What follows belongs to an exercise in optimizing a design on an open flow for small area, a short achievable clock period and few clock cycles per item; a production flow would make more cautious choices. At most, simulation tests tie the RTL to the original design; equivalence was not proved. For run 4, only the layout was checked, not whether the RTL still works. No activity file was given, so power comes from the tool's default toggle rates.

--- config.mk ---
export PLATFORM = sky130hd
export DESIGN_NAME = center_window_color_classifier
export DESIGN_NICKNAME = center_window_color_classifier
export VERILOG_FILES = /design/flow/design.v
export SDC_FILE = /design/flow/constraint.sdc
export NUM_CORES = 4
export LEC_CHECK = 0
export CAP_MARGIN = 20
export CORE_MARGIN = 2
export CORE_UTILIZATION = 40
export SLEW_MARGIN = 20
--- constraint.sdc ---
create_clock -name core_clock -period 10.0 [get_ports {clk}]
set_input_delay 2.0000 -clock core_clock [delete_from_list [all_inputs] [get_ports {clk}]]
set_output_delay 2.0000 -clock core_clock [all_outputs]
set_load 0.01 [all_outputs]
--- design.v ---
package cwcc_pkg;
  localparam int WINDOW_SIZE = 120;
  localparam int POS_W       = 12;
  localparam int SYM_W       = 3;
  localparam int T_W         = 23;
  localparam int CHUNK       = 6;
  localparam int N_CHUNK     = (T_W + CHUNK - 1) / CHUNK;
  localparam int FLUSH       = N_CHUNK - 1;
  localparam int SUM_BITS    = T_W + 2;
endpackage
module cwcc_term (
  input  logic       clk,
  input  logic [7:0] pixel,
  input  logic       add,
  input  logic       keep,
  input  logic       shift,
  output logic [cwcc_pkg::T_W-1:0] t
);
  localparam int TW = cwcc_pkg::T_W;
  localparam int CH = cwcc_pkg::CHUNK;
  logic [8:0]    v;
  logic [TW-1:0] a, b, s;
  logic [TW:0]   c;
  logic [cwcc_pkg::N_CHUNK-1:0] carry_r;
  always_comb begin
    v = {pixel ^ 8'h7F, 1'b1};
    for (int i = 0; i < TW; i++) begin
      a[i] = t[i] & keep;
      b[i] = (add & v[(i < 8) ? i : 8]) | (shift & t[(i < TW - 1) ? i + 1 : TW - 1]);
    end
    c[0] = 1'b0;
    for (int i = 0; i < TW; i++) begin
      logic ci;
      if (i % CH == 0 && i != 0) ci = carry_r[i / CH - 1] & keep;
      else ci = c[i];
      s[i]   = a[i] ^ b[i] ^ ci;
      c[i+1] = (a[i] & b[i]) | (ci & (a[i] ^ b[i]));
    end
  end
  always_ff @(posedge clk) begin
    t <= s;
    for (int j = 0; j < cwcc_pkg::N_CHUNK - 1; j++) carry_r[j] <= c[(j + 1) * CH];
  end
endmodule
module cwcc_classify (
  input  logic [2:0] neg,        
  input  logic [2:0] nonzero,    
  input  logic       sum_neg,
  input  logic       sum_nonzero,
  input  logic       octal_mode,
  output logic [cwcc_pkg::SYM_W-1:0] symbol
);
  logic [2:0] pos;
  logic [7:0] ok;
  logic [cwcc_pkg::SYM_W-1:0] oct_sym;
  always_comb begin
    pos = nonzero & ~neg;
    ok[0] = (neg & ~3'b000) == '0 && (pos & 3'b000) == '0;
    ok[1] = (neg & ~3'b111) == '0 && (pos & 3'b111) == '0;
    ok[2] = (neg & ~3'b001) == '0 && (pos & 3'b001) == '0;
    ok[3] = (neg & ~3'b100) == '0 && (pos & 3'b100) == '0;
    ok[4] = (neg & ~3'b010) == '0 && (pos & 3'b010) == '0;
    ok[5] = (neg & ~3'b101) == '0 && (pos & 3'b101) == '0;
    ok[6] = (neg & ~3'b011) == '0 && (pos & 3'b011) == '0;
    ok[7] = (neg & ~3'b110) == '0 && (pos & 3'b110) == '0;
    oct_sym = 3'd7;
    for (int i = 6; i >= 0; i--) begin
      if (ok[i]) oct_sym = 3'(i);
    end
    if (octal_mode) symbol = oct_sym;
    else            symbol = {2'b00, !sum_neg && sum_nonzero};
  end
endmodule
module center_window_color_classifier (
  input  logic             clk,
  input  logic             rst_n,
  input  logic             cfg_valid,
  output logic             cfg_ready,
  input  logic [1:0]       cfg_index,
  input  logic [cwcc_pkg::POS_W-1:0] cfg_data,
  input  logic             in_valid,
  output logic             in_ready,
  input  logic [7:0]       in_pixel_blue,
  input  logic [7:0]       in_pixel_green,
  input  logic [7:0]       in_pixel_red,
  input  logic             in_frame_start,
  output logic             out_valid,
  input  logic             out_ready,
  output logic [cwcc_pkg::SYM_W-1:0] out_symbol
);
  localparam int PW        = cwcc_pkg::POS_W;
  localparam int FLUSH_END = cwcc_pkg::FLUSH;                      
  localparam int SHIFT_END = cwcc_pkg::FLUSH + cwcc_pkg::SUM_BITS;  
  localparam int CNT_W     = $clog2(SHIFT_END + 3);
  function automatic logic lt(input logic [PW:0] a, input logic [PW:0] b);
    logic br;
    br = 1'b0;
    for (int i = 0; i <= PW; i++) br = (~a[i] & b[i]) | (~a[i] & br) | (b[i] & br);
    lt = br;
  endfunction
  typedef struct packed {
    logic in_win;    
    logic at_end;    
  } axis_t;
  function automatic axis_t axis(input logic [PW-1:0] q, input logic [PW-1:0] ext_reg);
    logic [PW-1:0] e, half;
    logic [PW:0]   lo, hi;
    logic          lt_e;
    e    = {ext_reg[PW-1:1], ext_reg[0] | (ext_reg == '0)};
    half = {1'b0, ext_reg[PW-1:1]};
    lo   = {1'b0, half} - (PW+1)'(59);
    hi   = {1'b0, half} + (PW+1)'(61);
    lt_e = lt({1'b0, q}, {1'b0, e});
    axis = {(half <= PW'(60) || !lt({1'b0, q}, lo)) && lt({1'b0, q}, hi) && (lt_e || q == e),
            !lt_e};
  endfunction
  function automatic axis_t axis_0(input logic [PW-1:0] ext);
    axis_0 = {ext <= PW'(121), ext <= PW'(1)};
  endfunction
  logic [PW-1:0] frame_width_r, frame_height_r;
  logic          octal_mode_r, mode_f;
  logic [PW-1:0] column_r, row_r;    
  logic          in_ready_r;
  logic          out_valid_r;
  logic [cwcc_pkg::SYM_W-1:0] out_symbol_r, symbol;
  logic [7:0]    pix_blue_r, pix_green_r, pix_red_r;
  logic          add_r, keep_r, shift_r;
  logic          busy_r;
  logic [CNT_W-1:0] count_r;
  logic [1:0]    sum_carry_r;
  logic          sum_bit_r, sum_nz_r;
  logic [2:0]    term_nz_r;
  axis_t         fx, fy, x0, y0;
  logic [PW-1:0] column_inc, row_inc;
  logic          ix, le, iy, ye;
  logic          accept, in_win, frame_end, go, finishing;
  logic [cwcc_pkg::T_W-1:0] t_blue, t_green, t_red;
  logic [2:0]    lsb;
  logic [2:0]    sum_now;
  assign cfg_ready = 1'b1;
  always_comb begin
    fx = axis(column_r, frame_width_r);
    fy = axis(row_r, frame_height_r);
    x0 = axis_0(frame_width_r);
    y0 = axis_0(frame_height_r);
    column_inc = column_r + PW'(1);
    row_inc    = row_r + PW'(1);
    accept = in_valid && in_ready_r;
    if (in_frame_start) begin
      {ix, le} = x0;
      {iy, ye} = y0;
    end else begin
      {ix, le} = fx;
      {iy, ye} = fy;
    end
    in_win     = ix && iy;
    frame_end  = le && ye;
    go         = busy_r && count_r == CNT_W'(FLUSH_END) && (!out_valid_r || out_ready);
    finishing  = busy_r && count_r == CNT_W'(SHIFT_END + 1);
    lsb     = {t_blue[0], t_green[0], t_red[0]};
    sum_now = 3'(lsb[2]) + 3'(lsb[1]) + 3'(lsb[0]) + 3'(sum_carry_r);
  end
  cwcc_term u_term_blue  (.clk(clk), .pixel(pix_blue_r),  .add(add_r), .keep(keep_r),
                          .shift(shift_r), .t(t_blue));
  cwcc_term u_term_green (.clk(clk), .pixel(pix_green_r), .add(add_r), .keep(keep_r),
                          .shift(shift_r), .t(t_green));
  cwcc_term u_term_red   (.clk(clk), .pixel(pix_red_r),   .add(add_r), .keep(keep_r),
                          .shift(shift_r), .t(t_red));
  cwcc_classify u_classify (
    .neg         ({t_blue[cwcc_pkg::T_W-1], t_green[cwcc_pkg::T_W-1], t_red[cwcc_pkg::T_W-1]}),
    .nonzero     (term_nz_r),
    .sum_neg     (sum_bit_r),
    .sum_nonzero (sum_nz_r),
    .octal_mode  (mode_f),
    .symbol      (symbol)
  );
  always_ff @(posedge clk) begin
    if (!rst_n) begin
      frame_width_r  <= PW'(1280);
      frame_height_r <= PW'(720);
      octal_mode_r   <= 1'b0;
      column_r       <= PW'(1);
      row_r          <= PW'(1);
      in_ready_r     <= 1'b0;
      out_valid_r    <= 1'b0;
      add_r          <= 1'b0;
      keep_r         <= 1'b0;
      shift_r        <= 1'b0;
      busy_r         <= 1'b0;
    end else begin
      if (cfg_valid) begin
        case (cfg_index)
          2'd0: frame_width_r  <= cfg_data;
          2'd1: frame_height_r <= cfg_data;
          2'd2: octal_mode_r   <= cfg_data[0];
          default: ;
        endcase
      end
      add_r <= accept && in_win;
      keep_r  <= !(accept && in_frame_start) && !go &&
                 !(busy_r && count_r > CNT_W'(FLUSH_END) && count_r <= CNT_W'(SHIFT_END));
      shift_r <= go || (busy_r && count_r > CNT_W'(FLUSH_END) && count_r < CNT_W'(SHIFT_END));
      if (accept) begin
        if (le) column_r <= PW'(1);
        else column_r <= in_frame_start ? PW'(2) : column_inc;
        if (frame_end) row_r <= PW'(1);
        else if (le) row_r <= in_frame_start ? PW'(2) : row_inc;
        else if (in_frame_start) row_r <= PW'(1);
      end
      if (accept && frame_end) busy_r <= 1'b1;
      else if (finishing)      busy_r <= 1'b0;
      in_ready_r <= !(accept && frame_end) &&
                    (!busy_r || finishing);
      if (finishing) begin
        out_valid_r <= 1'b1;
      end else if (out_ready) begin
        out_valid_r <= 1'b0;
      end
    end
  end
  always_ff @(posedge clk) begin
    pix_blue_r  <= in_pixel_blue;
    pix_green_r <= in_pixel_green;
    pix_red_r   <= in_pixel_red;
    if (accept && frame_end) mode_f <= octal_mode_r;
    if (!busy_r) count_r <= '0;
    else if (count_r != CNT_W'(FLUSH_END) || go) count_r <= count_r + CNT_W'(1);
    if (!busy_r) begin
      sum_carry_r <= '0;
      sum_bit_r   <= 1'b0;
      sum_nz_r    <= 1'b0;
      term_nz_r   <= '0;
    end else if (shift_r) begin
      sum_carry_r <= sum_now[2:1];
      sum_bit_r   <= sum_now[0];
      sum_nz_r    <= sum_nz_r || sum_now[0];
      term_nz_r   <= term_nz_r | lsb;
    end
    if (finishing) out_symbol_r <= symbol;
  end
  assign in_ready   = in_ready_r;
  assign out_valid  = out_valid_r;
  assign out_symbol = out_symbol_r;
endmodule
--- flow/run.sh ---
#!/bin/bash
# The standard layout (standard.sh), with these settings changed:
#  - the timing repair steps aim for setup slack beyond the clock period
#    (SETUP_SLACK_MARGIN), so the achieved period drops below the set one,
#    and repair only the worst few percent of endpoints (TNS_END_PERCENT),
#    which leaves the rest at their smaller sizes;
#  - the ports get plain buf_1 buffers (sized up by repair where needed);
#  - the clock tree is built from clkbuf_4 and clkbuf_8;
#  - a denser core (CORE_UTILIZATION, PLACE_DENSITY) for shorter wires.
# The clock period, SDC, synthesis, power grid and tap cells are the
# standard ones. make's full output goes to standard_flow.log; each step's
# own log is under orfs/logs/.
set -euo pipefail
bash standard.sh SETUP_SLACK_MARGIN=7.6 TNS_END_PERCENT=3 \
  'BUFFER_PORTS_ARGS=-buffer_cell sky130_fd_sc_hd__buf_1' \
  'CTS_BUF_LIST=sky130_fd_sc_hd__clkbuf_4 sky130_fd_sc_hd__clkbuf_8' \
  CORE_UTILIZATION=60 PLACE_DENSITY=0.75 \
  finish > standard_flow.log 2>&1
--- standard.sh ---
#!/bin/bash
# synth_recipe.tcl (not shown) runs the flow's synth.tcl, then flattens the netlist and writes it again
# the make line also repeats each setting of config.mk as NAME=value (left out here)
make -C /OpenROAD-flow-scripts/flow DESIGN_CONFIG=/design/flow/config.mk WORK_HOME=/design/flow/orfs CLKGATE_MAP_FILE= SYNTH_SCRIPT=/design/flow/synth_recipe.tcl "${@:-finish}"
==> flow_metrics.py, run 1 <==
metrics = {
    "global_route": {
        "grt_antenna_before_repair": 0,
        "grt_pass1_wl_um": 42000,
        "grt-busiest-layer": "met2",
        "use_met3_pct": 5.25,
        "met1_usage_pct": 36.9,
        "grt_pass1_vias": 8545,
        "met2_usage_pct": 51.1,
        "grt_remaining_overflow": 0,
        "track_usage_pct": 29.7,
        "grt_max_degree": 46,
    },
    "power": {
        "clkPwrFrac_pct": 38.7,
        "power.leakage_nw": 4.53,
        "intPower_uw": 984,
        "power.density_mw_per_mm2": 115,
        "p_switching_uw": 349,
        "combinationalPowerShare_pct": 7.7,
        "p_seq_share_pct": 53.6,
        "vdd.ir_drop.worst_v": 0.0000998,
        "netSwitchingFraction_pct": 26.2,
    },
    "sta": {
        "skew_ps": 18.3,
        "relSlewSlack_pct": 49.2,
        "tightest_slew_ps": 742,
        "finalMaxSlewViolations": 0,
        "rsz0062_at_grt": "true",
        "finalHoldViolCount": 0,
        "setup_tns_ps": 0,
        "min_period_ps": 3120,
        "min_period_over_period_pct": 31.2,
        "setup_viol": 0,
        "max_clock_freq_mhz": 321,
    },
    "logic_synthesis": {
        "synth_mux_area_share_pct": 1.14,
        "synth_cell_types": 78,
        "synth_xor_area_share_pct": 2.96,
        "synth_compound_area_share_pct": 16.7,
        "synth_fp_nets": 1321,
        "synth_top_area_share_pct": 33.6,
        "syn_area_per_cell_sq_um": 8.56,
        "synth_common_cells": "dfxtp_1 (169), nand2_1 (154), inv_1 (104)",
        "synth_area_sq_mm": 0.0101,
        "yosysTopAreaCell": "dfxtp_1",
        "netlist_top_cells_area": "dfxtp_1 (34%), fa_1 (13%), nand2_1 (5.7%)",
        "yosysMostFrequentCell": "dfxtp_1",
        "synth-seq-cells": 173,
        "ys.flop_type": "dfxtp_1",
        "async_reset_ff_share_pct": 0,
        "postSynthCellCount": 1175,
        "yosysSeqAreaShare_pct": 34.8,
        "synthSimpleGateAreaFrac_pct": 19.4,
        "yosys.area_share.adder_pct": 17.9,
        "ys_warn_count": 3,
        "synth_edf_count": 4,
        "synth_top_family_by_area": "simple AND/OR/NAND/NOR gates",
    },
    "clock_tree": {
        "clock-sinks": 173,
        "cts_tree": "yes",
        "cts_htree_levels": 4,
        "clockRootBuffer": "clkbuf_8",
        "numCtsBuffers": 17,
        "clockBufferDepth": 2,
        "insertion_delay_ps": 480,
        "clk_pin_slew_ps": 100,
    },
    "route": {
        "drc": 0,
        "num_vias": 8550,
        "drtIter0Drc": 656,
        "drt_wl_total_um": 25500,
        "wire_per_inst_um": 17.6,
        "postRouteAntennaNets": 0,
        "drt-vias-per-instance": 5.90,
        "detail_route.first_pass.iterations": 7,
    },
    "final_layout": {
        "multi_input_area_sq_mm": 0.00616,
        "antenna_cells": 0,
        "drive_above_1_share_pct": 14.6,
        "fill_cells": 1274,
        "regArea_sq_mm": 0.00356,
        "finalNetCount": 1362,
        "area_growth_pct": 14.8,
        "final_area_sq_mm": 0.0116,
    },
    "floorplan": {
        "coreArea_sq_mm": 0.0165,
        "die-height_um": 134,
        "num_rows": 47,
        "die-area_sq_mm": 0.0178,
        "start_util_pct": 61.1,
        "pin_count": 50,
        "chipWidth_um": 134,
    },
    "setup_path": {
        "cp.required_ps": 10360,
        "end_kind": "register",
        "cp.arrival_ps": 3470,
        "crit_type": "reg -> reg",
        "worst_setup_path_start_kind": "register",
        "path_max_fanout": 6,
    },
    "placement": {
        "portBuffers": 48,
        "placed_area_sq_mm": 0.0103,
        "hpwl_um": 15800,
        "place_congestion": 0.951,
    },
    "min_path": {
        "hold_class": "reg -> reg",
    },
    "job": {
        "drv_cap": 0,
    },
    "run_status": {
        "status": "finished clean",
    },
}
-- through the flow --
stage               total power [mW]  instances  util, %  setup WS [ps]  hold slack, ps
floorplan                      0.786       1175        -           6820             408
global placement               0.809       1373     62.6           5890             451
detailed placement             0.810       1373     62.6           5800             452
CTS                             1.33       1442     68.9           6960             464
global route                    1.38       1449     70.2           6830             488
finish                          1.33       1449     70.2           6880             464
-- worst paths after layout --
path | start | to | slack [ps] | depth (start not counted)
setup / recovery | add_r | u_term_blue.t[11] | 6880 | 11
hold / removal | frame_width_r[0] | frame_width_r[0] | 460 | 2
setup reg to reg | add_r | u_term_blue.t[11] | 6880 | 11
hold reg to reg | frame_width_r[0] | frame_width_r[0] | 460 | 2
-- routing by layer --
metal	routed length (um)	part of all wire, %	vias to the layer above
met5	0	0	-
met4	800	3.1	0
met3	1330	5.2	66
met2	12800	50	280
met1	10600	41	4130
li1	-	-	4074
-- critical path, cell delays in order (launching register included) --
cell,delay [ps]
dfxtp_4,400
clkinvlp_4,120
buf_12,160
o21ai_4,130
fa_2,200
inv_1,50
fa_2,350
fa_2,400
fa_2,350
fa_2,340
inv_2,70
fa_1,420
-- power groups by stage --
stage | clock network, mW | registers (mW) | logic, mW
after floorplan | 0 | 0.723 | 0.0628
after global placement | 0 | 0.733 | 0.0764
after detailed placement | 0 | 0.733 | 0.0769
after CTS | 0.519 | 0.714 | 0.0936
after global routing | 0.553 | 0.716 | 0.113
final | 0.515 | 0.715 | 0.103
-- state kept, by name, indices dropped and copies added, names as in the netlist, 3 cells and up --
register	count
column_r	12
count_r	5
frame_height_r	12
frame_width_r	12
out_symbol_r	3
pix_blue_r	8
pix_green_r	8
pix_red_r	8
row_r	12
term_nz_r	3
u_term_blue.carry_r	3
u_term_blue.t	23
u_term_green.carry_r	3
u_term_green.t	23
u_term_red.carry_r	3
u_term_red.t	23
-- cells by family (layout without fill, tap and decap cells) --
kind of cell / Yosys count / count (layout)
adder cells (fa/ha/maj): 106 / 106
multiplexers: 11 / 11
AND/OR/NAND/NOR: 409 / 409
buffers and inverters: 180 / 234
AO/OA/AOI/OAI: 261 / 261
flip-flops: 173 / 173
other: 1 / 1
XOR/XNOR: 34 / 34
-- cell type report --
class,instances,share of cell area [%]
Multi-Input combinational cell,822,53.3
Sequential cell,173,30.8
Timing Repair Buffer,94,6.07
Inverter,106,3.70
Tap cell,220,2.38
Clock buffer,20,2.27
Clock inverter,12,1.27
Timing Repair inverter,2,0.195
-- cells in the final DEF (no fill, tap or decap), types with 11 or more instances in the layout --
cell type	Yosys	layout
fa_1	65	45
buf_4	2	39
nand2_1	154	151
a21o_1	14	14
or3_1	11	11
o21ai_0	44	36
xor2_1	15	15
a22oi_1	13	13
fa_2	0	20
nor3_1	15	15
nand2b_1	17	17
a2bb2oi_1	12	12
dfxtp_1	169	148
inv_1	104	102
and2_1	34	27
clkbuf_8	0	18
buf_1	7	45
xnor2_1	19	19
a21oi_1	97	96
nand3_1	38	37
nor2_1	79	79
ha_1	37	34
and3_1	13	13
dfxtp_4	0	11
-- what timing repair did --
item | CTS | global route
hold buffers | 0 | 0
hold endpoints to repair | 0 | 0
pin swaps | 16 | 13
cloned | 4 | 2
endpoints found under the setup margin | 117 | 105
gates resized for setup | 89 | 38
buffers inserted | 33 | 5
Testbench counts, summed over its fixed seeds: cycles 2,738,428, pixels 2,736,476.
==> inputs of run 2 (changes only) <==
--- a/flow/run.sh
+++ b/flow/run.sh
@@ -11,7 +11,7 @@
 # standard ones. make's full output goes to standard_flow.log; each step's
 # own log is under orfs/logs/.
 set -euo pipefail
-bash standard.sh SETUP_SLACK_MARGIN=7.6 TNS_END_PERCENT=3 \
+bash standard.sh SETUP_SLACK_MARGIN=7.3 TNS_END_PERCENT=5 \
   'BUFFER_PORTS_ARGS=-buffer_cell sky130_fd_sc_hd__buf_1' \
   'CTS_BUF_LIST=sky130_fd_sc_hd__clkbuf_4 sky130_fd_sc_hd__clkbuf_8' \
   CORE_UTILIZATION=60 PLACE_DENSITY=0.75 \
==> flow_metrics.py, run 2 <==
metrics = {
    "run_status": {
        "status": "finished clean",
    },
    "logic_synthesis": {
        "async_reset_ff_share_pct": 0,
        "yosysTopAreaCell": "dfxtp_1",
        "synth_edf_count": 4,
        "synth_area_sq_mm": 0.0101,
        "syn_area_per_cell_sq_um": 8.56,
        "synth_common_cells": "dfxtp_1 (169), nand2_1 (154), inv_1 (104)",
        "yosysMostFrequentCell": "dfxtp_1",
        "ys_warn_count": 3,
        "postSynthCellCount": 1175,
        "yosysSeqAreaShare_pct": 34.8,
        "ys.flop_type": "dfxtp_1",
        "synth_top_area_share_pct": 33.6,
        "netlist_top_cells_area": "dfxtp_1 (34%), fa_1 (13%), nand2_1 (5.7%)",
        "synth_fp_nets": 1321,
        "synth_cell_types": 78,
        "synth-seq-cells": 173,
    },
    "setup_path": {
        "path_max_fanout": 45,
        "reg2regPathDepth": 10,
        "slowest_stage": "nor4_2",
        "crit_end": "add_r",
        "crit_cells": 8,
        "reg2reg_slack_ps": 6950,
        "r2r-end": "u_term_green.t[11]",
        "cp.required_ps": 10390,
        "end_kind": "register",
        "crit_chain": "buf_6 > inv_12 > nor4_2 > nand3_1 > a211oi_1 > a41oi_1 > a311oi_1 > o311a_1",
        "critical_path_buf_inv_count": 2,
        "cp-startpoint": "rst_n",
        "cpPeakStageDelay_ps": 280,
        "reg2reg_from": "keep_r",
        "worst_setup_path_start_kind": "input port",
        "critPathTopFamily": "compound AO/OA/AOI/OAI gates",
        "cp.arrival_ps": 3450,
        "crit_type": "in -> reg",
    },
    "floorplan": {
        "coreArea_sq_mm": 0.0165,
        "die-area_sq_mm": 0.0178,
        "die-height_um": 134,
        "start_util_pct": 61.1,
        "chipWidth_um": 134,
        "num_rows": 47,
        "pin_count": 50,
    },
    "final_layout": {
        "fill_cells": 1299,
        "area_growth_pct": 13.3,
        "antenna_cells": 0,
        "final_core_util_pct": 69.3,
        "finalNetCount": 1355,
        "largestRegisters": "u_term_blue.t x23, u_term_green.t x23, u_term_red.t x23",
        "layout_common_cells": "nand2_1 (151), dfxtp_1 (140), inv_1 (102)",
        "multi_input_area_sq_mm": 0.00609,
        "final_common_cell": "nand2_1",
        "drive_above_1_share_pct": 13.5,
        "final_area_sq_mm": 0.0114,
        "regArea_sq_mm": 0.00357,
        "fin_cells": 1442,
    },
    "power": {
        "intPower_uw": 926,
        "p_seq_share_pct": 55.6,
        "p_switching_uw": 357,
        "finalPower_mw": 1.28,
        "power.density_mw_per_mm2": 112,
        "vdd.ir_drop.worst_v": 0.000109,
        "clkPwrFrac_pct": 36.7,
        "combinationalPowerShare_pct": 7.7,
        "power.leakage_nw": 4.49,
        "netSwitchingFraction_pct": 27.8,
    },
    "placement": {
        "portBuffers": 48,
        "hpwl_um": 15600,
        "dp.cells": 1373,
        "placed_area_sq_mm": 0.0103,
        "place_congestion": 0.970,
        "post-place-ws_ps": 5750,
    },
    "clock_tree": {
        "clk_pin_slew_ps": 90,
        "hold_buffers": 0,
        "clockBufferDepth": 2,
        "cts_tree": "yes",
        "clockRootBuffer": "clkbuf_8",
        "cts_htree_levels": 4,
        "clock-sinks": 173,
        "insertion_delay_ps": 470,
        "numCtsBuffers": 17,
    },
    "sta": {
        "skew_ps": 19.7,
        "rsz0062_at_grt": "true",
        "min_period_over_period_pct": 30.6,
        "worst_slack_ps": 6940,
        "max_clock_freq_mhz": 327,
        "setup_tns_ps": 0,
        "finalMaxSlewViolations": 0,
        "relSlewSlack_pct": 49.8,
        "setup_viol": 0,
        "tightest_slew_ps": 734,
        "holdWs_ps": 459,
        "min_period_ps": 3060,
        "finalHoldViolCount": 0,
    },
    "route": {
        "postRouteAntennaNets": 0,
        "drtIter0Drc": 723,
        "drc": 0,
        "detail_route.first_pass.iterations": 6,
        "drt_wl_total_um": 24400,
        "drt-vias-per-instance": 5.91,
        "num_vias": 8521,
        "wire_per_inst_um": 16.9,
    },
    "global_route": {
        "grt_max_degree": 46,
        "grt_pass1_wl_um": 41000,
        "grt_remaining_overflow": 0,
        "grt_antenna_before_repair": 0,
        "grt_pass1_vias": 8339,
        "track_usage_pct": 28.6,
    },
    "job": {
        "drv_cap": 0,
    },
    "min_path": {
        "hold_class": "reg -> reg",
    },
}
-- run 2: cell types whose count changed in the layout (fill, tap and decap cells not counted), moves of 5 or more --
cell     before  now
buf_4        39   32
dfxtp_1     148  140
dfxtp_2      10   15
fa_1         45   53
fa_2         20   12
-- run 2: repair_timing --
item,CTS,global route
resized for setup,77,24
setup endpoints to repair,95,71
cloned,6,0
buffers inserted,27,4
pin swaps,13,4
-- run 2: power by group through the flow --
stage	registers [mW]	logic, mW	clock network (mW)
6_report	0.714	0.0984	0.471
5_1_grt	0.715	0.108	0.507
4_1_cts	0.714	0.0958	0.481
3_5_place_dp	0.733	0.0767	0
3_3_place_gp	0.733	0.0760	0
2_1_floorplan	0.723	0.0628	0
-- run 2: kinds of logic after synthesis --
kind of cell | count (synthesis) | synth area share (%)
and+or+nand+nor | 409 | 19.4
AOI/OAI and AO/OA | 261 | 16.7
buffers and inverters | 180 | 6.97
DFF | 173 | 34.8
adders and majority gates | 106 | 17.9
xor gates and xnor gates | 34 | 2.96
muxes | 11 | 1.14
other | 1 | 0.0373
-- run 2: worst register-to-register path, cell delays in order, from the launching register on --
cell and delay [ps]:
dfxtp_4 400, bufbuf_16 290, and2_4 150, fa_2 190, inv_1 50, fa_2 340, fa_2 360, fa_2 340
fa_1 360, inv_1 70, fa_1 390
-- run 2: worst min path at each step --
stage / start / to / slack (ps) / cells past startpoint
after floorplan: octal_mode_r / mode_f / 410 / 0
after global placement: term_nz_r[1] / term_nz_r[1] / 450 / 2
after detailed placement: frame_width_r[0] / frame_width_r[0] / 450 / 2
after CTS: frame_width_r[0] / frame_width_r[0] / 460 / 2
after global routing: frame_width_r[0] / frame_width_r[0] / 490 / 2
final: frame_width_r[0] / frame_width_r[0] / 460 / 2
-- run 2: final cells by class --
cell class	count	share of cell area [%]
clock buffers	17	2.05
clock inverters	15	1.23
inverters	106	3.60
multi-input cells	822	53.4
flip-flops and latches	173	31.3
well taps	220	2.41
repair buffers	89	6.01
-- run 2: metal layers --
metal / up-vias / GRT usage (%) / wire length [um]
li1: 4057 / - / -
met1: 4120 / 36.7 / 10500
met5: - / 0 / 0
met2: 284 / 48.7 / 11900
met3: 60 / 4.98 / 1210
met4: 0 / 10.3 / 745
==> inputs of run 3 (changes only) <==
--- a/flow/run.sh
+++ b/flow/run.sh
@@ -14,5 +14,5 @@
 bash standard.sh SETUP_SLACK_MARGIN=7.3 TNS_END_PERCENT=5 \
   'BUFFER_PORTS_ARGS=-buffer_cell sky130_fd_sc_hd__buf_1' \
   'CTS_BUF_LIST=sky130_fd_sc_hd__clkbuf_4 sky130_fd_sc_hd__clkbuf_8' \
-  CORE_UTILIZATION=60 PLACE_DENSITY=0.75 \
+  CORE_UTILIZATION=70 PLACE_DENSITY=0.85 \
   finish > standard_flow.log 2>&1
==> flow_metrics.py, run 3 <==
metrics = {
    "sta": {
        "setup_tns_ps": 0,
        "relSlewSlack_pct": 17.3,
        "finalHoldViolCount": 0,
        "min_period_over_period_pct": 30.9,
        "setup_viol": 0,
        "rsz0062_at_grt": "true",
        "tightest_slew_ps": 1210,
        "min_period_ps": 3090,
        "max_clock_freq_mhz": 324,
        "finalMaxSlewViolations": 0,
        "skew_ps": 21.3,
        "worst_slack_ps": 6910,
    },
    "clock_tree": {
        "insertion_delay_ps": 480,
        "clk_pin_slew_ps": 90,
        "clock-sinks": 173,
        "cts_tree": "yes",
        "clockBufferDepth": 2,
        "clockRootBuffer": "clkbuf_8",
        "numCtsBuffers": 17,
        "hold_buffers": 0,
        "cts_htree_levels": 4,
    },
    "floorplan": {
        "chipWidth_um": 124,
        "die-area_sq_mm": 0.0154,
        "pin_count": 50,
        "num_rows": 43,
        "coreArea_sq_mm": 0.0140,
        "start_util_pct": 71.9,
        "die-height_um": 124,
    },
    "setup_path": {
        "reg2reg_slack_ps": 6910,
        "path_max_fanout": 9,
        "cp-startpoint": "row_r[7]",
        "reg2reg_from": "row_r[7]",
        "cp.required_ps": 10370,
        "cp.arrival_ps": 3460,
        "crit_type": "reg -> reg",
        "worst_setup_path_start_kind": "register",
        "end_kind": "register",
    },
    "global_route": {
        "grt_remaining_overflow": 0,
        "grt_pass1_wl_um": 42700,
        "track_usage_pct": 36.2,
        "grt_pass1_vias": 8971,
        "grt_antenna_before_repair": 0,
        "grt_max_degree": 40,
    },
    "logic_synthesis": {
        "syn_area_per_cell_sq_um": 8.56,
        "yosysSeqAreaShare_pct": 34.8,
        "ys.flop_type": "dfxtp_1",
        "yosysMostFrequentCell": "dfxtp_1",
        "netlist_top_cells_area": "dfxtp_1 (34%), fa_1 (13%), nand2_1 (5.7%)",
        "synth_area_sq_mm": 0.0101,
        "synth_common_cells": "dfxtp_1 (169), nand2_1 (154), inv_1 (104)",
        "synth_edf_count": 4,
        "synth_cell_types": 78,
        "yosysTopAreaCell": "dfxtp_1",
        "synth-seq-cells": 173,
        "postSynthCellCount": 1175,
        "ys_warn_count": 3,
        "synth_fp_nets": 1321,
        "synth_top_area_share_pct": 33.6,
        "async_reset_ff_share_pct": 0,
    },
    "placement": {
        "place_congestion": 0.986,
        "hpwl_um": 15500,
        "portBuffers": 48,
        "post-place-ws_ps": 5740,
        "placed_area_sq_mm": 0.0102,
    },
    "route": {
        "num_vias": 9103,
        "drc": 0,
        "drt-vias-per-instance": 6.39,
        "detail_route.first_pass.iterations": 9,
        "drtIter0Drc": 933,
        "drt_wl_total_um": 27200,
        "wire_per_inst_um": 19.1,
        "postRouteAntennaNets": 0,
    },
    "run_status": {
        "status": "finished clean",
    },
    "final_layout": {
        "final_area_sq_mm": 0.0116,
        "final_common_cell": "nand2_1",
        "antenna_cells": 0,
        "largestRegisters": "u_term_blue.t x23, u_term_green.t x23, u_term_red.t x23",
        "layout_common_cells": "nand2_1 (150), dfxtp_1 (147), inv_1 (102)",
        "area_growth_pct": 15.7,
        "drive_above_1_share_pct": 16.3,
        "finalNetCount": 1379,
    },
    "power": {
        "power.leakage_nw": 4.59,
        "power.density_mw_per_mm2": 112,
        "vdd.ir_drop.worst_v": 0.000120,
    },
    "job": {
        "drv_cap": 0,
    },
    "min_path": {
        "worstHoldStart": "sum_nz_r",
        "hold_class": "reg -> reg",
    },
}
-- run 3: cell count changes in the layout (fill, tap and decap cells not counted), sizes merged --
cell / change
buf: +21
clkbuf: +6
clkinvlp: +4
bufbuf: -1
inv: -6
bufinv: +1
clkinv: -2
-- run 3: metal layers --
| layer | track usage (%) | vias to the layer above | wire length [um] |
|---|---|---|---|
| li1 | - | 4101 | - |
| met1 | 43.2 | 4363 | 10400 |
| met2 | 61.9 | 493 | 13400 |
| met3 | 7.60 | 146 | 2080 |
| met4 | 18.3 | 0 | 1390 |
| met5 | 0 | - | 0 |
-- run 3: cells by family after synthesis --
group,count (synthesis),synth area share (%)
buffers and inverters,180,6.97
and+or+nand+nor,409,19.4
xor gates and xnor gates,34,2.96
AOI/OAI and AO/OA,261,16.7
muxes,11,1.14
adders and majority gates,106,17.9
DFF,173,34.8
other,1,0.0373
-- run 3: metrics by stage --
stage	cells	hold slack [ps]	total power, mW	utilization, %
after CTS	1405	481	1.29	81.3
after global placement	1331	451	0.806	73.2
final	1425	483	1.31	83.3
after floorplan	1175	408	0.786	-
after detailed placement	1331	462	0.808	73.2
after global routing	1425	513	1.34	83.3
-- run 3: area by class of cell --
class	instances	area [sq um]
Clock buffer	21	270
Multi-Input combinational cell	822	6200
Timing Repair Buffer	111	838
Timing Repair inverter	2	16.3
Tap cell	180	225
Sequential cell	173	3570
Fill cell	813	2340
Clock inverter	10	105
Inverter	106	418
-- run 3: final timing paths --
| kind | to | cells after the start |
|---|---|---|
| setup / recovery | in_ready_r | 9 |
| hold / removal | sum_nz_r | 2 |
| setup reg to reg | in_ready_r | 9 |
| hold reg to reg | sum_nz_r | 2 |
-- run 3: what timing repair did --
item / in CTS / in global routing
setup endpoints to repair: 88 / 75
cloned: 7 / 0
pin swaps: 26 / 13
gates resized for setup: 99 / 36
setup buffers: 36 / 20
-- run 3: report_power, final --
group	internal (mW)	leakage [nW]	switching [mW]
sequential	0.698	1.41	0.0144
combinational	0.0474	2.99	0.0621
clock	0.215	0.189	0.269
-- run 3: critical path: stages (launching register included) --
cell,delay [ps]
dfxtp_1,600
inv_1,230
ha_1,250
or3_1,410
or3_1,340
a41oi_1,490
o211ai_1,230
a21oi_2,240
a21oi_2,50
and2_1,160
==> inputs of run 4 (changes only) <==
--- a/design.v
+++ b/design.v
@@ -3,7 +3,7 @@
   localparam int POS_W       = 12;
   localparam int SYM_W       = 3;
   localparam int T_W         = 23;
-  localparam int CHUNK       = 6;
+  localparam int CHUNK       = 5;
   localparam int N_CHUNK     = (T_W + CHUNK - 1) / CHUNK;
   localparam int FLUSH       = N_CHUNK - 1;
   localparam int SUM_BITS    = T_W + 2;
--- a/flow/run.sh
+++ b/flow/run.sh
@@ -14,5 +14,5 @@
 bash standard.sh SETUP_SLACK_MARGIN=7.3 TNS_END_PERCENT=5 \
   'BUFFER_PORTS_ARGS=-buffer_cell sky130_fd_sc_hd__buf_1' \
   'CTS_BUF_LIST=sky130_fd_sc_hd__clkbuf_4 sky130_fd_sc_hd__clkbuf_8' \
-  CORE_UTILIZATION=70 PLACE_DENSITY=0.85 \
+  CORE_UTILIZATION=60 PLACE_DENSITY=0.75 \
   finish > standard_flow.log 2>&1
==> flow_metrics.py, run 4 <==
metrics = {
    "run_status": {
        "status": "finished clean",
    },
    "sta": {
        "relSlewSlack_pct": 60.7,
        "setup_viol": 0,
        "skew_ps": 15.4,
        "min_period_over_period_pct": 32.6,
        "finalMaxSlewViolations": 0,
        "min_period_ps": 3260,
        "rsz0062_at_grt": "true",
        "worst_slack_ps": 6740,
        "setup_tns_ps": 0,
        "finalHoldViolCount": 0,
        "tightest_slew_ps": 585,
        "max_clock_freq_mhz": 307,
    },
    "logic_synthesis": {
        "yosysSeqAreaShare_pct": 35.5,
        "yosysTopAreaCell": "dfxtp_1",
        "synth_common_cells": "dfxtp_1 (172), nand2_1 (152), inv_1 (106)",
        "async_reset_ff_share_pct": 0,
        "synth-seq-cells": 176,
        "ys.flop_type": "dfxtp_1",
        "synth_fp_nets": 1282,
        "synth_cell_types": 79,
        "netlist_top_cells_area": "dfxtp_1 (34%), fa_1 (13%), nand2_1 (5.7%)",
        "postSynthCellCount": 1135,
        "yosysMostFrequentCell": "dfxtp_1",
        "syn_area_per_cell_sq_um": 8.85,
        "synth_area_sq_mm": 0.0100,
        "synth_edf_count": 4,
        "ys_warn_count": 3,
        "synth_top_area_share_pct": 34.3,
    },
    "route": {
        "num_vias": 7736,
        "postRouteAntennaNets": 0,
        "drt-vias-per-instance": 5.57,
        "drc": 0,
        "detail_route.first_pass.iterations": 5,
        "drtIter0Drc": 497,
        "drt_wl_total_um": 21200,
        "wire_per_inst_um": 15.3,
    },
    "global_route": {
        "grt_pass1_vias": 7671,
        "grt_antenna_before_repair": 0,
        "grt_pass1_wl_um": 36400,
        "grt_max_degree": 82,
        "grt_remaining_overflow": 0,
        "track_usage_pct": 25.3,
    },
    "setup_path": {
        "reg2regPathDepth": 14,
        "cp.required_ps": 10390,
        "critical_path_buf_inv_count": 1,
        "end_kind": "register",
        "cpPeakStageDelay_ps": 560,
        "worst_setup_path_start_kind": "register",
        "reg2reg_slack_ps": 6740,
        "crit_chain": "or4_4 > nor4_4 > or2_4 > ha_4 > a2111oi_2 > o41a_1 > o21ai_2 > a211oi_2 > or2_1 > or3_4 > buf_6 > nor2_2 > o21ai_1 > a21boi_1",
        "critPathTopFamily": "simple AND/OR/NAND/NOR gates",
        "slowest_stage": "or4_4",
        "crit_cells": 14,
        "crit_type": "reg -> reg",
        "path_max_fanout": 7,
        "cp.arrival_ps": 3650,
    },
    "min_path": {
        "hold_depth": 1,
        "hold_class": "reg -> reg",
    },
    "floorplan": {
        "pin_count": 50,
        "start_util_pct": 61.0,
        "die-area_sq_mm": 0.0178,
        "num_rows": 47,
        "coreArea_sq_mm": 0.0165,
        "die-height_um": 133,
        "chipWidth_um": 133,
    },
    "placement": {
        "place_congestion": 0.908,
        "hpwl_um": 14900,
        "portBuffers": 48,
        "post-place-ws_ps": 6010,
    },
    "clock_tree": {
        "cts_tree": "yes",
        "clk_pin_slew_ps": 100,
        "clockRootBuffer": "clkbuf_8",
        "clockBufferDepth": 2,
        "numCtsBuffers": 17,
        "cts_htree_levels": 4,
        "hold_buffers": 0,
        "insertion_delay_ps": 470,
        "clock-sinks": 176,
    },
    "job": {
        "drv_cap": 0,
    },
    "final_layout": {
        "regArea_sq_mm": 0.00359,
        "final_core_util_pct": 66.1,
        "multi_input_area_sq_mm": 0.00587,
        "fill_cells": 1402,
        "layout_common_cells": "dfxtp_1 (159), nand2_1 (150), inv_1 (104)",
        "area_growth_pct": 8.30,
        "final_common_cell": "dfxtp_1",
        "finalNetCount": 1303,
        "drive_above_1_share_pct": 8.39,
        "largestRegisters": "u_term_blue.t x23, u_term_green.t x23, u_term_red.t x23",
        "antenna_cells": 0,
    },
    "power": {
        "power.leakage_nw": 4.34,
        "vdd.ir_drop.worst_v": 0.0000866,
        "power.density_mw_per_mm2": 117,
    },
}
## run 4: cell count changes after synthesis, sizes merged, moves of 10 or more
cell	delta
and2	+13
a22oi	-12
nand3	-15
xnor2	+16
nor2b	+10
nor2	-22
clkbuf	-13
a21boi	+24
a21oi	-43
## run 4: final cells by class
class                   count  area share (%)
well taps                 220            2.53
flip-flops and latches    176            33.0
repair inverters            1          0.0460
repair buffers             65            3.32
multi-input cells         786            53.9
inverters                 109            3.79
clock buffers              20            2.47
clock inverters            11           0.862
## run 4: cells by family after synthesis
group	synth area share, %
buffers and inverters	7.03
xor gates and xnor gates	4.27
adders and majority gates	18.9
other	0.0373
DFF	35.5
and+or+nand+nor	18.7
AOI/OAI and AO/OA	15.3
muxes	0.299
## run 4: layer usage
metal / wire length (um) / GRT usage, %
met5: 0 / 0
met4: 325 / 6.86
met3: 852 / 4.03
met2: 10400 / 42.8
met1: 9600 / 33.9
## run 4: worst paths after layout
check	end	startpoint
max	row_r[7]	frame_height_r[3]
min	sum_carry_r[1]	sum_carry_r[1]
max reg2reg	row_r[7]	frame_height_r[3]
min reg2reg	sum_carry_r[1]	sum_carry_r[1]
## run 4: timing repair
item / 4_1_cts / 5_1_grt
gates resized for setup: 40 / 8
cloned: 2 / 0
setup endpoints to repair: 66 / 62
buffers inserted: 10 / 2
pin swaps: 14 / 10
## run 4: report_power, final
part | switching [mW] | internal (mW)
Clock | 0.273 | 0.194
Sequential | 0.0139 | 0.712
Combinational | 0.0483 | 0.0353
Total | 0.335 | 0.942
## run 4: metrics by stage
stage / cells / power (mW) / hold slack [ps] / instance area, sq um
floorplan: 1135 / 0.798 / 408 / 10100
finish: 1388 / 1.28 / 494 / 10900
global route: 1388 / 1.33 / 528 / 10900
CTS: 1386 / 1.29 / 497 / 10800
global placement: 1343 / 0.819 / 461 / 10300
detailed placement: 1343 / 0.819 / 476 / 10300
==> inputs of run 5 (changes only) <==
--- a/design.v
+++ b/design.v
@@ -103,15 +103,15 @@
     logic at_end;    
   } axis_t;
   function automatic axis_t axis(input logic [PW-1:0] q, input logic [PW-1:0] ext_reg);
-    logic [PW-1:0] e, half;
+    logic [PW-1:0] half;
     logic [PW:0]   lo, hi;
-    logic          lt_e;
-    e    = {ext_reg[PW-1:1], ext_reg[0] | (ext_reg == '0)};
+    logic          lt_e, eq_e;
     half = {1'b0, ext_reg[PW-1:1]};
     lo   = {1'b0, half} - (PW+1)'(59);
     hi   = {1'b0, half} + (PW+1)'(61);
-    lt_e = lt({1'b0, q}, {1'b0, e});
-    axis = {(half <= PW'(60) || !lt({1'b0, q}, lo)) && lt({1'b0, q}, hi) && (lt_e || q == e),
+    lt_e = lt({1'b0, q}, {1'b0, ext_reg});
+    eq_e = (q == ext_reg) || (ext_reg == '0 && q == PW'(1));
+    axis = {(half <= PW'(60) || !lt({1'b0, q}, lo)) && lt({1'b0, q}, hi) && (lt_e || eq_e),
             !lt_e};
   endfunction
   function automatic axis_t axis_0(input logic [PW-1:0] ext);
--- a/flow/run.sh
+++ b/flow/run.sh
@@ -11,7 +11,7 @@
 # standard ones. make's full output goes to standard_flow.log; each step's
 # own log is under orfs/logs/.
 set -euo pipefail
-bash standard.sh SETUP_SLACK_MARGIN=7.3 TNS_END_PERCENT=5 \
+bash standard.sh SETUP_SLACK_MARGIN=7 TNS_END_PERCENT=10 \
   'BUFFER_PORTS_ARGS=-buffer_cell sky130_fd_sc_hd__buf_1' \
   'CTS_BUF_LIST=sky130_fd_sc_hd__clkbuf_4 sky130_fd_sc_hd__clkbuf_8' \
   CORE_UTILIZATION=60 PLACE_DENSITY=0.75 \
==> flow_metrics.py, run 5 <==
metrics = {
    "job": {
        "drv_cap": 0,
    },
    "logic_synthesis": {
        "ys.flop_type": "dfxtp_1",
        "yosysMostFrequentCell": "dfxtp_1",
        "netlist_top_cells_area": "dfxtp_1 (34%), fa_1 (13%), nand2_1 (5.4%)",
        "postSynthCellCount": 1166,
        "yosysSeqAreaShare_pct": 34.8,
        "synth_compound_area_share_pct": 16.4,
        "ys_warn_count": 3,
        "async_reset_ff_share_pct": 0,
        "synth_common_cells": "dfxtp_1 (172), nand2_1 (147), inv_1 (107)",
        "synth_area_sq_mm": 0.0102,
        "synth_cell_types": 77,
        "synthSimpleGateAreaFrac_pct": 19.1,
        "synth_edf_count": 4,
        "synth_top_family_by_area": "simple AND/OR/NAND/NOR gates",
        "synth_xor_area_share_pct": 4.28,
        "synth_top_area_share_pct": 33.6,
        "synth_fp_nets": 1315,
        "yosysTopAreaCell": "dfxtp_1",
        "syn_area_per_cell_sq_um": 8.78,
        "yosys.area_share.adder_pct": 18.2,
        "synth-seq-cells": 176,
        "synth_mux_area_share_pct": 0.403,
    },
    "setup_path": {
        "cp.required_ps": 8000,
        "critical_path_buf_inv_count": 1,
        "end_kind": "output pin",
        "worst_setup_path_start_kind": "register",
        "cp.arrival_ps": 1030,
        "critPathTopFamily": "flip-flops",
        "cpPeakStageDelay_ps": 400,
        "crit_chain": "buf_1",
        "slowest_stage": "dfxtp_1",
        "path_max_fanout": 3,
        "crit_type": "reg -> out",
    },
    "placement": {
        "place_congestion": 0.919,
        "portBuffers": 48,
        "placed_area_sq_mm": 0.0105,
        "hpwl_um": 15200,
    },
    "clock_tree": {
        "insertion_delay_ps": 470,
        "numCtsBuffers": 17,
        "hold_buffers": 0,
        "clockBufferDepth": 2,
        "clk_pin_slew_ps": 100,
        "clockRootBuffer": "clkbuf_8",
        "cts_tree": "yes",
        "clock-sinks": 176,
        "cts_htree_levels": 4,
    },
    "floorplan": {
        "die-height_um": 135,
        "start_util_pct": 61.5,
        "pin_count": 50,
        "chipWidth_um": 135,
        "coreArea_sq_mm": 0.0166,
        "num_rows": 47,
        "die-area_sq_mm": 0.0181,
    },
    "route": {
        "drt_wl_total_um": 21800,
        "detail_route.first_pass.iterations": 5,
        "wire_per_inst_um": 15.5,
        "postRouteAntennaNets": 0,
        "drt-vias-per-instance": 5.70,
        "num_vias": 8019,
        "drtIter0Drc": 513,
        "drc": 0,
    },
    "global_route": {
        "grt_pass1_wl_um": 36800,
        "grt_remaining_overflow": 0,
        "track_usage_pct": 25.1,
        "grt_antenna_before_repair": 0,
        "grt_max_degree": 76,
        "grt_pass1_vias": 7734,
    },
    "final_layout": {
        "final_common_cell": "dfxtp_1",
        "antenna_cells": 0,
        "final_area_sq_mm": 0.0111,
        "layout_common_cells": "dfxtp_1 (162), nand2_1 (145), inv_1 (106)",
        "fill_cells": 1386,
        "finalNetCount": 1324,
        "drive_above_1_share_pct": 6.90,
        "largestRegisters": "u_term_blue.t x23, u_term_green.t x23, u_term_red.t x23",
        "area_growth_pct": 7.95,
        "multi_input_area_sq_mm": 0.00603,
        "regArea_sq_mm": 0.00358,
    },
    "sta": {
        "setup_tns_ps": 0,
        "setup_viol": 0,
        "tightest_slew_ps": 617,
        "min_period_over_period_pct": 30.3,
        "min_period_ps": 3030,
        "rsz0062_at_grt": "true",
        "relSlewSlack_pct": 58.8,
        "holdWs_ps": 498,
        "finalHoldViolCount": 0,
        "max_clock_freq_mhz": 330,
        "skew_ps": 16.7,
        "finalMaxSlewViolations": 0,
    },
    "power": {
        "power.leakage_nw": 4.47,
        "finalPower_mw": 1.36,
        "vdd.ir_drop.worst_v": 0.0000938,
        "power.density_mw_per_mm2": 123,
    },
    "run_status": {
        "status": "finished clean",
    },
    "min_path": {
        "hold_class": "reg -> reg",
    },
}
[run 5: cell count changes in the layout (fill, tap and decap cells not counted), moves of 5 or more]
| cell | before | now |
|---|---|---|
| inv_8 | 2 | 7 |
| o211ai_1 | 3 | 9 |
| nor4_1 | 8 | 16 |
| nor2_1 | 57 | 62 |
| o311a_1 | 0 | 5 |
| inv_6 | 6 | 1 |
| nand2_1 | 150 | 145 |
[run 5: final timing paths]
check / cells past startpoint / endpoint / slack (ps) / startpoint
min: 1 / sum_carry_r[1] / 500 / sum_carry_r[1]
max reg2reg: 11 / add_r / 7020 / frame_width_r[1]
max: 1 / in_ready / 6970 / in_ready_r
min reg2reg: 1 / sum_carry_r[1] / 500 / sum_carry_r[1]
[run 5: what timing repair did]
| action | 4_1_cts | 5_1_grt |
|---|---|---|
| cloned | 1 | 0 |
| gates resized for setup | 12 | 17 |
| setup endpoints to repair | 40 | 38 |
| buffers inserted | 4 | 4 |
[run 5: where the power goes]
part / switching, mW / leakage, nW / internal (mW)
registers: 0.0175 / 1.44 / 0.712
logic: 0.0431 / 2.80 / 0.0331
clock network: 0.283 / 0.231 / 0.269
total: 0.344 / 4.47 / 1.01
[run 5: through the flow]
stage / worst slack (ps) / util (%) / instances
6_report: 6970 / 66.4 / 1408
5_1_grt: 6870 / 66.4 / 1408
4_1_cts: 6870 / 65.9 / 1404
3_5_place_dp: 6330 / 62.9 / 1367
3_3_place_gp: 6410 / 62.9 / 1367
2_1_floorplan: 6890 / - / 1166
[run 5: layer usage]
| layer | global-route usage, % | vias to the layer above | part of all wire (%) |
|---|---|---|---|
| met5 | 0 | - | 0 |
| met1 | 33.2 | 3836 | 45 |
| met3 | 5.11 | 38 | 4.7 |
| li1 | - | 3950 | - |
| met4 | 8.25 | 0 | 1.7 |
| met2 | 41.3 | 195 | 48 |
[run 5: logic make-up after synthesis]
| logic type | Yosys count |
|---|---|
| and+or+nand+nor | 396 |
| AOI/OAI and AO/OA | 247 |
| buffers and inverters | 181 |
| DFF | 176 |
| adders and majority gates | 111 |
| xor gates and xnor gates | 50 |
| muxes | 4 |
| other | 1 |
[run 5: final cells by class]
| class | count | area share, % |
|---|---|---|
| Clock buffer | 19 | 2.31 |
| Clock inverter | 13 | 1.73 |
| Inverter | 110 | 3.80 |
| Multi-Input combinational cell | 809 | 54.5 |
| Sequential cell | 176 | 32.4 |
| Tap cell | 220 | 2.49 |
| Timing Repair Buffer | 60 | 2.67 |
| Timing Repair inverter | 1 | 0.0453 |
[run 5: worst reg2reg max path: cells and delay by family (launching register included)]
kind | cells | cell delay, ps
fa+ha+maj | 3 | 990
flops | 1 | 390
simple gates | 2 | 310
compound gates | 5 | 1150
buf+inv | 1 | 60
Testbench counts of run 5, summed over its fixed seeds: cycles 2,738,492, pixels 2,736,476.
==> inputs of run 6 (changes only) <==
--- a/flow/run.sh
+++ b/flow/run.sh
@@ -11,7 +11,7 @@
 # standard ones. make's full output goes to standard_flow.log; each step's
 # own log is under orfs/logs/.
 set -euo pipefail
-bash standard.sh SETUP_SLACK_MARGIN=7 TNS_END_PERCENT=10 \
+bash standard.sh SETUP_SLACK_MARGIN=7.15 TNS_END_PERCENT=5 \
   'BUFFER_PORTS_ARGS=-buffer_cell sky130_fd_sc_hd__buf_1' \
   'CTS_BUF_LIST=sky130_fd_sc_hd__clkbuf_4 sky130_fd_sc_hd__clkbuf_8' \
   CORE_UTILIZATION=60 PLACE_DENSITY=0.75 \
==> flow_metrics.py, run 6 <==
metrics = {
    "min_path": {
        "hold_depth": 1,
        "hold_class": "reg -> reg",
    },
    "global_route": {
        "grt_pass1_vias": 8004,
        "grt_antenna_before_repair": 1,
        "track_usage_pct": 25.8,
        "grt_pass1_wl_um": 37700,
        "grt_max_degree": 82,
        "grt_remaining_overflow": 0,
    },
    "final_layout": {
        "layout_common_cells": "dfxtp_1 (159), nand2_1 (144), inv_1 (106)",
        "regArea_sq_mm": 0.00359,
        "antenna_cells": 0,
        "largestRegisters": "u_term_blue.t x23, u_term_green.t x23, u_term_red.t x23",
        "area_growth_pct": 8.09,
        "final_common_cell": "dfxtp_1",
        "multi_input_area_sq_mm": 0.00605,
        "fill_cells": 1410,
        "finalNetCount": 1325,
        "drive_above_1_share_pct": 7.65,
    },
    "sta": {
        "tightest_slew_ps": 603,
        "min_period_ps": 3000,
        "finalHoldViolCount": 0,
        "finalMaxSlewViolations": 0,
        "max_clock_freq_mhz": 333,
        "holdWs_ps": 492,
        "rsz0062_at_grt": "true",
        "setup_tns_ps": 0,
        "setup_viol": 0,
        "min_period_over_period_pct": 30.0,
        "skew_ps": 14.8,
        "relSlewSlack_pct": 59.7,
    },
    "logic_synthesis": {
        "yosysSeqAreaShare_pct": 34.8,
        "ys.flop_type": "dfxtp_1",
        "synth_edf_count": 4,
        "async_reset_ff_share_pct": 0,
        "synth-seq-cells": 176,
        "syn_area_per_cell_sq_um": 8.78,
        "synth_area_sq_mm": 0.0102,
        "synth_fp_nets": 1315,
        "synth_top_area_share_pct": 33.6,
        "ys_warn_count": 3,
        "postSynthCellCount": 1166,
        "synth_cell_types": 77,
        "netlist_top_cells_area": "dfxtp_1 (34%), fa_1 (13%), nand2_1 (5.4%)",
        "synth_common_cells": "dfxtp_1 (172), nand2_1 (147), inv_1 (107)",
        "yosysMostFrequentCell": "dfxtp_1",
        "yosysTopAreaCell": "dfxtp_1",
    },
    "setup_path": {
        "crit_cells": 1,
        "cpPeakStageDelay_ps": 410,
        "cp.required_ps": 8000,
        "crit_chain": "buf_6",
        "crit_type": "reg -> out",
        "worst_setup_path_start_kind": "register",
        "critical_path_buf_inv_count": 1,
        "cp.arrival_ps": 1000,
        "slowest_stage": "edfxtp_1",
        "reg2regPathDepth": 11,
        "critPathTopFamily": "flip-flops",
        "end_kind": "output pin",
        "path_max_fanout": 1,
    },
    "power": {
        "power.leakage_nw": 4.47,
        "vdd.ir_drop.worst_v": 0.000100,
        "power.density_mw_per_mm2": 120,
    },
    "placement": {
        "hpwl_um": 15500,
        "place_congestion": 0.929,
        "portBuffers": 48,
    },
    "clock_tree": {
        "clockBufferDepth": 2,
        "hold_buffers": 0,
        "cts_htree_levels": 4,
        "cts_tree": "yes",
        "insertion_delay_ps": 460,
        "numCtsBuffers": 17,
        "clk_pin_slew_ps": 90,
        "clockRootBuffer": "clkbuf_8",
        "clock-sinks": 176,
    },
    "floorplan": {
        "coreArea_sq_mm": 0.0166,
        "die-area_sq_mm": 0.0181,
        "num_rows": 47,
        "die-height_um": 135,
        "chipWidth_um": 135,
        "start_util_pct": 61.5,
        "pin_count": 50,
    },
    "route": {
        "drc": 0,
        "drt_wl_total_um": 22400,
        "num_vias": 8121,
        "detail_route.first_pass.iterations": 5,
        "wire_per_inst_um": 15.9,
        "drt-vias-per-instance": 5.76,
        "postRouteAntennaNets": 0,
        "drtIter0Drc": 526,
    },
    "job": {
        "drv_cap": 0,
    },
    "run_status": {
        "status": "finished clean",
    },
}
run 6: cell types whose count changed in the layout (fill, tap and decap cells not counted), moves of 3 or more:
cell     delta
o21ai_1     +3
o21ai_0     -3
and2_2      -3
and2_4      +3
dfxtp_1     -3
inv_6       +4
inv_8       -3
run 6: cell type report:
cell class,instances,area share [%]
clock buffer,18,2.24
clock inverter,14,1.49
inverter,110,3.77
multi-input combinational,809,54.6
sequential,176,32.4
tap,220,2.49
timing repair buffer,61,2.88
timing repair inverter,1,0.0452
run 6: path summary, 6_finish.rpt:
check                        end  slack (ps)              from
setup reg to reg           add_r        7020  frame_width_r[2]
hold / removal    sum_carry_r[1]         490    sum_carry_r[1]
hold reg to reg   sum_carry_r[1]         490    sum_carry_r[1]
setup / recovery   out_symbol[2]        7000   out_symbol_r[2]
run 6: per-layer routing:
layer | vias up | part of all wire (%) | GRT usage, %
li1 | 3950 | - | -
met1 | 3892 | 44 | 33.5
met2 | 225 | 49 | 42.6
met3 | 52 | 5.0 | 4.20
met4 | 2 | 2.9 | 11.8
met5 | - | 0.036 | 0
run 6: logic make-up after synthesis:
| kind of cell | count (synthesis) | synth area share, % |
|---|---|---|
| adders and majority gates | 111 | 18.2 |
| AOI/OAI and AO/OA | 247 | 16.4 |
| xor gates and xnor gates | 50 | 4.28 |
| muxes | 4 | 0.403 |
| buffers and inverters | 181 | 6.80 |
| DFF | 176 | 34.8 |
| other | 1 | 0.0366 |
| and+or+nand+nor | 396 | 19.1 |
run 6: power breakdown:
group | switching (mW) | internal, mW
clock | 0.285 | 0.239
sequential | 0.0161 | 0.712
combinational | 0.0454 | 0.0341
run 6: what timing repair did:
| item | 4_1_cts | 5_1_grt |
|---|---|---|
| gates cloned | 1 | 0 |
| endpoints found under the setup margin | 50 | 51 |
| pin swaps | 1 | 0 |
| setup buffers | 7 | 2 |
| resized for setup | 19 | 32 |
run 6: per-stage QoR:
| step | worst slack [ps] | instance area, sq um | power [mW] | instances | utilization, % |
|---|---|---|---|---|---|
| 6_report | 7000 | 11100 | 1.33 | 1409 | 66.5 |
| 5_1_grt | 6940 | 11100 | 1.38 | 1409 | 66.5 |
| 4_1_cts | 6950 | 11000 | 1.34 | 1407 | 66.0 |
| 3_5_place_dp | 6330 | 10500 | 0.819 | 1367 | 62.9 |
| 3_3_place_gp | 6380 | 10500 | 0.818 | 1367 | 62.9 |
| 2_1_floorplan | 6890 | 10300 | 0.797 | 1166 | - |
==> inputs of run 7 (changes only) <==
--- a/flow/run.sh
+++ b/flow/run.sh
@@ -11,7 +11,7 @@
 # standard ones. make's full output goes to standard_flow.log; each step's
 # own log is under orfs/logs/.
 set -euo pipefail
-bash standard.sh SETUP_SLACK_MARGIN=7.15 TNS_END_PERCENT=5 \
+bash standard.sh SETUP_SLACK_MARGIN=7.3 TNS_END_PERCENT=5 \
   'BUFFER_PORTS_ARGS=-buffer_cell sky130_fd_sc_hd__buf_1' \
   'CTS_BUF_LIST=sky130_fd_sc_hd__clkbuf_4 sky130_fd_sc_hd__clkbuf_8' \
   CORE_UTILIZATION=60 PLACE_DENSITY=0.75 \
==> flow_metrics.py, run 7 <==
metrics = {
    "setup_path": {
        "reg2reg_from": "frame_height_r[2]",
        "crit_type": "reg -> out",
        "slowest_stage": "edfxtp_1",
        "r2r-end": "add_r",
        "worst_setup_path_start_kind": "register",
        "path_max_fanout": 1,
        "end_kind": "output pin",
        "reg2regPathDepth": 10,
        "cp.required_ps": 8000,
        "cp.arrival_ps": 1020,
        "critical_path_buf_inv_count": 1,
        "critPathTopFamily": "flip-flops",
        "crit_chain": "clkbuf_2",
        "reg2reg_slack_ps": 7040,
        "cpPeakStageDelay_ps": 400,
    },
    "floorplan": {
        "die-height_um": 135,
        "num_rows": 47,
        "coreArea_sq_mm": 0.0166,
        "die-area_sq_mm": 0.0181,
        "pin_count": 50,
        "chipWidth_um": 135,
        "start_util_pct": 61.5,
    },
    "min_path": {
        "worstHoldStart": "term_nz_r[0]",
        "hold_class": "reg -> reg",
        "worstHoldEndpoint": "term_nz_r[0]",
        "hold_depth": 2,
    },
    "global_route": {
        "track_usage_pct": 26.6,
        "grt_max_degree": 49,
        "grt_antenna_before_repair": 0,
        "grt_remaining_overflow": 0,
        "grt_pass1_vias": 8149,
        "grt_pass1_wl_um": 38800,
    },
    "logic_synthesis": {
        "ys_warn_count": 3,
        "postSynthCellCount": 1166,
        "synth_edf_count": 4,
        "ys.flop_type": "dfxtp_1",
        "async_reset_ff_share_pct": 0,
        "yosysMostFrequentCell": "dfxtp_1",
        "yosysTopAreaCell": "dfxtp_1",
        "synth_area_sq_mm": 0.0102,
        "synth_fp_nets": 1315,
        "yosysSeqAreaShare_pct": 34.8,
        "netlist_top_cells_area": "dfxtp_1 (34%), fa_1 (13%), nand2_1 (5.4%)",
        "syn_area_per_cell_sq_um": 8.78,
        "synth-seq-cells": 176,
        "synth_cell_types": 77,
        "synth_common_cells": "dfxtp_1 (172), nand2_1 (147), inv_1 (107)",
        "synth_top_area_share_pct": 33.6,
    },
    "clock_tree": {
        "clock-sinks": 176,
        "insertion_delay_ps": 470,
        "clk_pin_slew_ps": 100,
        "cts_tree": "yes",
        "numCtsBuffers": 17,
        "clockBufferDepth": 2,
        "clockRootBuffer": "clkbuf_8",
        "hold_buffers": 0,
        "cts_htree_levels": 4,
    },
    "route": {
        "drc": 0,
        "drtIter0Drc": 514,
        "num_vias": 8208,
        "detail_route.first_pass.iterations": 5,
        "drt_wl_total_um": 23100,
        "postRouteAntennaNets": 0,
        "drt-vias-per-instance": 5.79,
        "wire_per_inst_um": 16.3,
    },
    "sta": {
        "finalMaxSlewViolations": 0,
        "max_clock_freq_mhz": 331,
        "relSlewSlack_pct": 56.8,
        "setup_tns_ps": 0,
        "skew_ps": 18.6,
        "finalHoldViolCount": 0,
        "min_period_over_period_pct": 30.2,
        "tightest_slew_ps": 647,
        "rsz0062_at_grt": "true",
        "setup_viol": 0,
        "min_period_ps": 3020,
    },
    "job": {
        "drv_cap": 0,
    },
    "final_layout": {
        "finalNetCount": 1333,
        "largestRegisters": "u_term_blue.t x23, u_term_green.t x23, u_term_red.t x23",
        "antenna_cells": 0,
        "area_growth_pct": 8.98,
        "final_common_cell": "dfxtp_1",
        "drive_above_1_share_pct": 8.27,
        "layout_common_cells": "dfxtp_1 (159), nand2_1 (144), inv_1 (106)",
    },
    "run_status": {
        "status": "finished clean",
    },
    "power": {
        "vdd.ir_drop.worst_v": 0.0000903,
        "power.density_mw_per_mm2": 115,
        "power.leakage_nw": 4.54,
        "finalPower_mw": 1.28,
    },
    "placement": {
        "place_congestion": 0.940,
        "portBuffers": 48,
        "hpwl_um": 15200,
    },
}
run 7: cell counts after synthesis:
No cell type changed its count.
run 7: through the flow:
stage / utilization, % / hold WS [ps] / cell area [sq um] / worst slack, ps / std cells
after floorplan: - / 408 / 10300 / 6890 / 1166
after global placement: 62.9 / 460 / 10500 / 6380 / 1367
after detailed placement: 62.9 / 473 / 10500 / 6310 / 1367
after CTS: 66.7 / 497 / 11100 / 7000 / 1414
after global routing: 67.1 / 522 / 11200 / 6930 / 1417
final: 67.1 / 492 / 11200 / 6980 / 1417
run 7: per-layer routing:
layer | track usage [%] | up-vias | wire length [um]
li1 | - | 3985 | -
met1 | 34.1 | 3951 | 10100
met2 | 45.9 | 232 | 11300
met3 | 4.39 | 40 | 1190
met4 | 8.95 | 0 | 459
met5 | 0 | - | 0
run 7: worst max-delay path by stage:
stage	slack, ps	cells after the start	endpoint	startpoint
after floorplan	6890	6	row_r[6]	in_frame_start
after global placement	6380	7	row_r[6]	in_valid
after detailed placement	6310	6	row_r[6]	in_frame_start
after CTS	7000	1	out_symbol[0]	out_symbol_r[0]
after global routing	6930	1	out_symbol[0]	out_symbol_r[0]
final	6980	1	out_symbol[0]	out_symbol_r[0]
run 7: cells by family (layout without fill, tap and decap cells):
logic type	Yosys count	after routing	synth area share, %
AOI/OAI and AO/OA	247	247	16.4
adders and majority gates	111	111	18.2
xor gates and xnor gates	50	50	4.28
buffers and inverters	181	212	6.80
other	1	1	0.0366
DFF	176	176	34.8
and+or+nand+nor	396	396	19.1
muxes	4	4	0.403
run 7: worst reg2reg max path: cells and delay by family (launching register included):
family | cells | cell delay [ps]
compound gates | 4 | 760
fa+ha+maj | 4 | 1460
buf+inv | 1 | 90
flops | 1 | 450
simple gates | 1 | 120
run 7: area by class of cell:
class / count / area, sq um
multi-input combinational: 809 / 6040
timing repair buffer: 69 / 478
fill: 1366 / 5480
timing repair inverter: 1 / 5.00
clock buffer: 20 / 256
inverter: 110 / 417
clock inverter: 12 / 98.8
sequential: 176 / 3590
tap: 220 / 275
run 7: timing repair:
action	CTS	global route
setup endpoints to repair	60	48
buffers inserted	10	3
gates resized for setup	28	17
pin swaps	2	0
cloned	5	0
run 7: where the power goes:
group / leakage (nW) / switching, mW / internal, mW
clock network: 0.191 / 0.279 / 0.187
logic: 2.92 / 0.0459 / 0.0385
registers: 1.44 / 0.0167 / 0.712
total: 4.54 / 0.342 / 0.937

[afterwards: timing with drivers on the ports]
The flow's constraints put no driver on any port. The routed layouts listed below were extracted and timed again, unchanged, in two steps. Step 1 (the two cells are an assumption about what drives the block):
set clk [get_ports {clk}]
set_driving_cell -lib_cell sky130_fd_sc_hd__clkbuf_16 $clk
set_driving_cell -lib_cell sky130_fd_sc_hd__buf_2 [delete_from_list [all_inputs] $clk]
Step 2 adds t to the input delays and takes it off the output delays; t is the mean of the earliest and latest rising clock arrival at the registers after step 1. Input paths then give back, and output paths get back, about the clock's delay inside the block. Three values: no drivers, after step 1, after step 2; two values: the first two.
run	t, ns	slack for setup (ns)	latest minus earliest clock arrival (ns)	worst data-port slew with drivers (ns)	pins driven straight from the clock port
run 1	0.512	6.885 / 6.885 / 6.467	0.019 / 0.019	0.08	1
run 2	0.501	6.944 / 6.951 / 6.450	0.020 / 0.020	0.04	1
run 3	0.508	6.911 / 6.911 / 6.450	0.021 / 0.021	0.08	1
run 4	0.499	6.740 / 6.740 / 6.325	0.017 / 0.017	0.06	1
run 5	0.500	6.969 / 6.928 / 6.513	0.018 / 0.019	0.06	1
run 6	0.496	6.995 / 6.955 / 6.643	0.017 / 0.017	0.06	1
run 7	0.506	6.983 / 6.942 / 6.633	0.019 / 0.019	0.05	1
After both steps every run listed still meets setup and hold. For run 2, which loses most, drivers alone change the setup slack by +0.007 ns; drivers and shift together by -0.494 ns.
